Context: an optimization exercise on an open-source flow, tuned for small area, a short achievable clock period and few clock cycles. The choices shown serve that exercise and are no tape-out recipe.
At most, simulation tests tie the RTL to the original design; equivalence was not proved.

==> flow/design.v (excerpt) <==
module motion_search_top #(
  parameter int SImgSize = 19,
  parameter int RImgSize = 4,
  parameter int PeNum    = 16
) (
  input  logic   clk_i,
  input  logic   rst_ni,
  input  logic   start_i,
  input  sad_pkg::pixel_t smem_rdata_i,
  input  sad_pkg::pixel_t ref_rdata_i,
  output sad_pkg::saddr_t smem_raddr_o,
  output sad_pkg::raddr_t ref_raddr_o,
  output logic   busy_o,
  output logic   finish_o,
  output sad_pkg::sad_t   min_sad_o,
  output sad_pkg::saddr_t min_addr_o
);
export LEC_CHECK = 0
export ABC_AREA = 1
export CAP_MARGIN = 20
export CORE_MARGIN = 2
export CORE_UTILIZATION = 70
export CTS_CLUSTER_DIAMETER = 60
export CTS_CLUSTER_SIZE = 30
export SLEW_MARGIN = 20
export SETUP_SLACK_MARGIN = 7.0
create_clock -name core_clock -period 10.0 [get_ports {clk_i}]
standard.sh (not shown) runs the stock make flow with config.mk's settings and CLKGATE_MAP_FILE= SYNTH_SCRIPT=/design/flow/synth_recipe.tcl, a recipe that flattens the netlist after the stock synthesis.
==> flow/flow/run.sh <==
#!/bin/bash
set -euo pipefail
MARGIN=$(cat flow/margin.txt)
echo "export SETUP_SLACK_MARGIN = $MARGIN" >> config.mk
bash standard.sh > standard.log 2>&1
==> flow/flow/margin.txt <==
7.0
The starting point produced a clean layout.
Next try:
CORE_UTILIZATION = 76   (was 70)
Synthesized area stays the same.
Hold slack degrades by 0.014 ns.
Flip-flop and latch count is unchanged.
Register-to-register slack degrades by 0.20 ns.
Via count is higher by 12%.
Cell area is higher by 0.53%.
Die area is lower by 7.7%.
Function was not checked in any run of this note: the RTL went through the layout flow alone.

---

== PW ==
Another version of the RTL of motion_search_top (not shown whole).
Size: ~3200 cells after synthesis, roughly 780 flip-flops, ~32000 sq um of cells after synthesis.
clock: 10.0 ns
lec_check: 0
abc_area: 1
cap_margin: 20
core_margin: 2
core_utilization: 70
slew_margin: 20
setup_slack_margin: 6.5
==> flow/flow/margin.txt <==
6.5
Scripts as last shown in full above: flow/flow/run.sh
Testbench counts of PW, summed over its fixed seeds: cycles 23,416.
Relative to PW, the following input files were edited for MS:
Settings: CTS_BUF_LIST: unset -> sky130_fd_sc_hd__clkbuf_8; SETUP_SLACK_MARGIN: 6.5 -> unset.
==> flow/run.sh (new file) <==
#!/bin/bash
# synth_recipe.tcl (not shown) runs the flow's synth.tcl, then flattens the netlist and writes it again
# the make line also repeats each setting of config.mk as NAME=value (left out here)
make -C /OpenROAD-flow-scripts/flow DESIGN_CONFIG=/design/flow/config.mk WORK_HOME=/design/flow/orfs CLKGATE_MAP_FILE= SYNTH_SCRIPT=/design/flow/synth_recipe.tcl finish
removed: flow/flow/run.sh
removed: flow/flow/margin.txt
removed: flow/standard.sh
[summary]
[compare] base=PW new=MS: count of clock buffers in the final design climbed about 28%, net total in the final layout moved up.

---

Setup of oak:
Another version of the RTL of motion_search_top (not shown whole).
Size in the first run: roughly 2600 cells after synthesis, ~810 flip-flops, ~29000 µm² of cells after synthesis.
export LEC_CHECK = 0
export ABC_AREA = 1
export CAP_MARGIN = 20
export CORE_MARGIN = 2
export CORE_UTILIZATION = 70
export CTS_CLUSTER_DIAMETER = 50
export CTS_CLUSTER_SIZE = 36
export SLEW_MARGIN = 20
export SETUP_SLACK_MARGIN = 7.0
create_clock -name core_clock -period 10.0 [get_ports {clk_i}]
==> flow/flow/run.sh <==
#!/bin/bash
set -euo pipefail
MARGIN=$(cat flow/margin.txt)
echo "export SETUP_SLACK_MARGIN = $MARGIN" >> config.mk
bash standard.sh > standard.log 2>&1
==> flow/flow/margin.txt <==
7.0
oak has completed all stages; timing, DRC and antenna checks passed.
Testbench counts of oak, summed over its fixed seeds: cycles 23,416.
Relative to oak, the following input files were edited for pine:
Settings: CTS_CLUSTER_SIZE removed (was 36); CTS_CLUSTER_DIAMETER removed (was 50).
==> comparison <==
Number of global-route vias before repair grows by a few percent when moving from oak to pine. Overall via count from detail_route up about 3% in pine wrt oak. pine vs. oak: worst hold slack flat, met2 capacity usage during global routing climbed 4.5 points, worst reg2reg path depth went down by 4, routed length per placed instance has increased.
Relative to pine, the following input files were edited for birch:
Settings: ABC_AREA no longer set, was 1.
==> comparison <==
Summary of birch over pine: clock slew seen by the registers of the worst setup and hold paths flat, final hold slack flat, global routing usage on met2 up 6.4 points.
Cmp pine and birch / clock period minus final worst setup slack / lower: pine
birch ends up with higher number of different library cells in the post-synthesis netlist than pine does.
The cell area was comparable across pine and birch.
Setup slack after layout delta (birch − pine): unfavourable
Edits applied to the flow inputs when going from birch to maple:
Settings: a change of SETUP_SLACK_MARGIN from 7.0 to 6.5; an added ABC_AREA of 1.
==> flow/flow/margin.txt <==
6.5
Per-cell via count in the routed design of maple falls short of that of birch by a few percent.
Against birch, maximum clock skew at final layout in maple came out better.

port drivers added, routing unchanged:
The flow's constraints put no driver on any port. The routed layouts listed below were extracted and timed again, unchanged, in two steps.
Step 1 (the two cells are an assumption about what drives the block):
set clk [get_ports {clk_i}]
set_driving_cell -lib_cell sky130_fd_sc_hd__clkbuf_16 $clk
set_driving_cell -lib_cell sky130_fd_sc_hd__buf_2 [delete_from_list [all_inputs] $clk]
Step 2 adds t to the input delays and takes it off the output delays; t is the mean of the earliest and latest rising clock arrival at the registers after step 1. Input paths then give back, and output paths get back, about the clock's delay inside the block.
Slacks: ideal ports / drivers / drivers and shift; pairs: ideal ports / drivers.
| run | t, ns | setup slack, ns | latest minus earliest clock arrival (ns) |
|---|---|---|---|
| the first run of note 1 | 0.650 | 6.857 / 6.802 / 6.414 | 0.026 / 0.026 |
| the second run of note 1 | 0.651 | 6.817 / 6.763 / 6.358 | 0.037 / 0.037 |
| PW | 0.659 | 6.503 / 6.496 / 6.089 | 0.029 / 0.029 |
| MS | 0.742 | 6.270 / 6.235 / 5.661 | 0.032 / 0.032 |
| oak | 0.665 | 6.869 / 6.813 / 6.395 | 0.039 / 0.039 |
| pine | 0.676 | 6.876 / 6.821 / 6.354 | 0.026 / 0.027 |
| birch | 0.669 | 6.805 / 6.797 / 6.145 | 0.033 / 0.032 |
| maple | 0.651 | 6.553 / 6.499 / 6.093 | 0.024 / 0.024 |
After both steps every run listed still meets setup and hold. For birch, which loses most, drivers alone change the setup slack by -0.008 ns; drivers and shift together by -0.660 ns.
